This design comes from an exercise in tuning for small area, a short achievable clock period and few clock cycles on the open sky130 flow, not from production work. Only simulation tests tie the RTL to the original design; equivalence was not proved. Power figures rest on the tool's default switching activity, not on a simulated workload.

## indexed_insert_erase_array_top
module indexed_insert_erase_array_top #(
    parameter int DEPTH = 16
) (
    input  logic         i_clk,
    input  logic         i_rst_n,
    input  logic         i_req_valid,
    output logic         o_req_ready,
    input  logic [1:0]   i_req_kind,
    input  logic [4:0]   i_req_index,
    input  logic [31:0]  i_req_write_data,
    output logic         o_rsp_valid,
    input  logic         i_rsp_ready,
    output logic [31:0]  o_rsp_read_data,
    output logic [1:0]   o_rsp_status,
    output logic [4:0]   o_rsp_entry_count
);
    logic        r_ready;
    logic        e_valid;
    logic        e_rd, e_ins, e_era;
    logic [4:0]  e_idx;
    logic [15:0] e_ge;       
    logic [31:0] e_wdata;
    logic [4:0]  r_count;
    logic [15:0] r_occ;      
    logic [3:0]  r_perm [16];
    logic [31:0] r_data [16];
    logic        q0_valid, q1_valid;
    logic [15:0] q0_sel;     
    logic        q1_ok;
    logic        q0_fail,  q1_fail;
    logic [3:0]  q1_slot;
    logic [1:0]  q0_status, q1_status;
    logic [4:0]  q0_count, q1_count;
    logic        o_valid;
    logic [31:0] o_rdata;
    logic [1:0]  o_status;
    logic [4:0]  o_count;
    logic        exec;
    logic        is_rd, is_ins, is_era;
    logic        empty, full;
    logic        idx_lt_n, idx_le_n;
    logic [1:0]  e_status;
    logic [4:0]  e_count;
    logic        ins_do, era_do;
    logic [3:0]  idx_slot;
    logic [3:0]  top_slot;
    logic        o_free, pop, push;
    assign exec   = e_valid && !q1_valid;
    assign is_rd  = e_rd;
    assign is_ins = e_ins;
    assign is_era = e_era;
    assign empty  = !r_occ[0];
    assign full   = r_occ[15];
    assign idx_lt_n = |(e_ge & r_occ);
    assign idx_le_n = |(e_ge & {r_occ[14:0], 1'b1});
    always_comb begin
        e_status = iiea_pkg::ST_OK;
        e_count  = r_count;
        if (is_rd) begin
            if (empty)          e_status = iiea_pkg::ST_EMPTY;
  ...
For scale: about 2,300 cells after synthesis, about 730 flip-flops, ~84 I/O pins.
export LEC_CHECK = 0
export ABC_AREA = 1
export CAP_MARGIN = 20
export CORE_MARGIN = 2
export CORE_UTILIZATION = 55
export CTS_CLUSTER_DIAMETER = 80
export CTS_CLUSTER_SIZE = 30
export PLACE_DENSITY = 0.75
export SETUP_SLACK_MARGIN = 2.1
export SLEW_MARGIN = 20
create_clock -name core_clock -period 4.0 [get_ports {i_clk}]
run.sh (not shown) runs the stock make flow with config.mk's settings and CLKGATE_MAP_FILE= SYNTH_SCRIPT=/design/flow/synth_recipe.tcl, a recipe that flattens the netlist after the stock synthesis.
The baseline completed without violations.
Testbench counts at the start, summed over its fixed seeds: cycles 4,824.
Next try:
- ABC_AREA: 1 -> unset
- PLACE_DENSITY: 0.75 -> unset
- SETUP_SLACK_MARGIN: 2.1 -> 1.6
What happened: Cell count falls by about 16%; power rises by about 5%; global-route usage rises by 3.1 points; utilization falls by 2.3 points; clock-buffer cell count falls by 8.
Next try:
- ABC_AREA: unset -> 1
- CORE_UTILIZATION: 55 -> 45
- SETUP_SLACK_MARGIN: 1.6 -> 2.1
First-iteration DRC count drops by a quarter to a third.
Setup slack improved by 0.38 ns.
Count of clock-buffer cells in the layout drops by 2.
Via count climbs by a few percent.
Cell area climbs by a few percent.
Synthesized area climbs slightly.
Non-clock buffer count climbs by 17.
Next try:
- CORE_UTILIZATION: 45 -> 55
Area after synthesis is unchanged.
Worst hold slack gains 0.0064 ns.
Die area decreases by 18%.

04-26:
indexed_insert_erase_array_top again, from the RTL that the note above started with.
Settings: LEC_CHECK=0, ABC_AREA=1, CAP_MARGIN=20, CORE_MARGIN=2, CORE_UTILIZATION=55, CTS_CLUSTER_DIAMETER=80, CTS_CLUSTER_SIZE=30, GPL_ROUTABILITY_DRIVEN=0, SETUP_SLACK_MARGIN=2.1, SLEW_MARGIN=20; clock period 4.0 ns.
Testbench counts of 04-26, summed over its fixed seeds: cycles 4,824.
Input changes introduced in 04-16 (baseline for comparison: 04-26):
diff --git a/flow/config.mk b/flow/config.mk
--- a/flow/config.mk
+++ b/flow/config.mk
@@ -8 +7,0 @@
-export ABC_AREA = 1
@@ -14 +12,0 @@
-export GPL_ROUTABILITY_DRIVEN = 0
--- outcome ---
- Compared with 04-26, in 04-16 global-route usage went up; fraction of standard cell area in multi-input logic went up; sequential share of layout area went down; number of nets produced by synthesis went down; die width went down.
- Changes observed in 04-16 relative to 04-26: final cell count without fillers -409; HPWL reported at the end of detailed placement now smaller; compound-gate portion of the synthesized area climbed 5.2 points.
- Looking at timing endpoint of the critical path, the q0_sel[0] result is from 04-16; the o_rsp_read_data[18] one comes from 04-26.

run A:
indexed_insert_erase_array_top again, from the RTL that the note above started with.
## indexed_insert_erase_array_top
module indexed_insert_erase_array_top #(
    parameter int DEPTH = 16
) (
    input  logic         i_clk,
    input  logic         i_rst_n,
    input  logic         i_req_valid,
    output logic         o_req_ready,
    input  logic [1:0]   i_req_kind,
    input  logic [4:0]   i_req_index,
    input  logic [31:0]  i_req_write_data,
    output logic         o_rsp_valid,
    input  logic         i_rsp_ready,
    output logic [31:0]  o_rsp_read_data,
    output logic [1:0]   o_rsp_status,
    output logic [4:0]   o_rsp_entry_count
);
Settings: LEC_CHECK=0, CAP_MARGIN=20, CORE_MARGIN=2, CORE_UTILIZATION=65, CTS_CLUSTER_DIAMETER=80, CTS_CLUSTER_SIZE=30, SETUP_SLACK_MARGIN=1.8, SLEW_MARGIN=20; clock period 4.0 ns.
Run A was carried through to the last stage, and its layout satisfied the timing, design-rule and antenna checks.
Testbench counts of run A, summed over its fixed seeds: cycles 4,824.
--- input diff run A..run B ---
Settings: ABC_AREA now 1, previously not set; CORE_UTILIZATION now 55, was 65; SETUP_SLACK_MARGIN now 2.0, was 1.8.
Notes after the runs:
Wire length of the first global-routing pass: run B vs run A up 1400 um. Run B completed end to end with timing, DRC and antenna clean. Higher slew of the pin with the lowest slew margin goes to run A over run B. NOTE: placement row count in run B exceeds that of run A. Between run A and run B, the flow reports non-clock buffer count decreasing by more than 10%. NOTE: proportion of synthesized chip area in sequential cells in run B falls short of that of run A. Going from run A to run B, the layout-stage area growth over the synthesis result was found to have gone up by 1.0 points. Comparing run B and run A, the lower clock network fraction of total power was measured on run A. | hold slack | run A vs run B | ≈ equal |. Run B vs. run A: die area rose by 20%, length of routed met3 wiring now sits lower.
Input changes introduced in run C (baseline for comparison: run B):
Settings: SETUP_SLACK_MARGIN changed from 2.0 to 1.8.
## What came out
Looking at the reports, run C completed the entire flow and the layout it produced met the timing, design-rule and antenna checks.
~same proportion of power drawn by flip-flops and latches in run B and run C
Run C against run B; total half-perimeter wirelength after legalization and detailed placement is down by a few percent.
Routed metal-1 wirelength is higher on run B
Between run C and run B, it is run C whose global routing usage on met1 is lower, by 1.7 points.
Taking run B as the reference, in run C routed wire length lower, cell area lower.
Input changes introduced in run D (baseline for comparison: run C):
Settings: SETUP_SLACK_MARGIN: 1.8 -> 2.2.
### Flow results
Run D | status: complete | timing, DRC, antenna: pass. dfxtp_1 as the cell with the biggest individual delay on the critical path was reported by run C, and dfxtp_2 by run D. Run D against run C: area overhead of the layout relative to synthesis went up, summed area of non-filler cells in the final layout saw an increase, utilization after layout now larger, worst-case headroom to the max-slew limit went up, switching share of power went up. Final cell count: run D > run C.

-- separate check: timing with driven ports --
The flow's constraints put no driver on any port. The routed layouts listed below were extracted and timed again, unchanged, in two steps.
Step 1 (the two cells are an assumption about what drives the block):
set clk [get_ports {i_clk}]
set_driving_cell -lib_cell sky130_fd_sc_hd__clkbuf_16 $clk
set_driving_cell -lib_cell sky130_fd_sc_hd__buf_2 [delete_from_list [all_inputs] $clk]
Step 2 moves the port delays by t, midway between the first and last clock arrival at a register: inputs arrive t later, outputs are due t later. That takes back most of the time a late clock gives input paths.
Three values: ideal, step 1, step 2; two values: the first two.
run	shift t [ns]	slack for setup (ns)	worst setup path at the end
the first run of note 1	0.694	1.958 / 1.900 / 1.486	input to register
the second run of note 1	0.643	1.618 / 1.618 / 1.411	input to register
the third run of note 1	0.663	1.999 / 1.937 / 1.615	input to register
the fourth run of note 1	0.645	2.067 / 2.008 / 1.504	input to register
04-26	0.643	2.058 / 1.998 / 1.562	input to register
04-16	0.651	1.673 / 1.673 / 1.657	input to register
run A	0.693	1.629 / 1.629 / 1.430	input to register
run B	0.633	2.036 / 2.023 / 1.566	input to register
run C	0.639	1.858 / 1.857 / 1.540	input to register
run D	0.650	2.009 / 1.953 / 1.662	input to register
After both steps setup and hold are still met in every run listed. The setup slack of the fourth run of note 1, which loses most, moves by -0.059 ns with the drivers and by -0.563 ns with both steps.
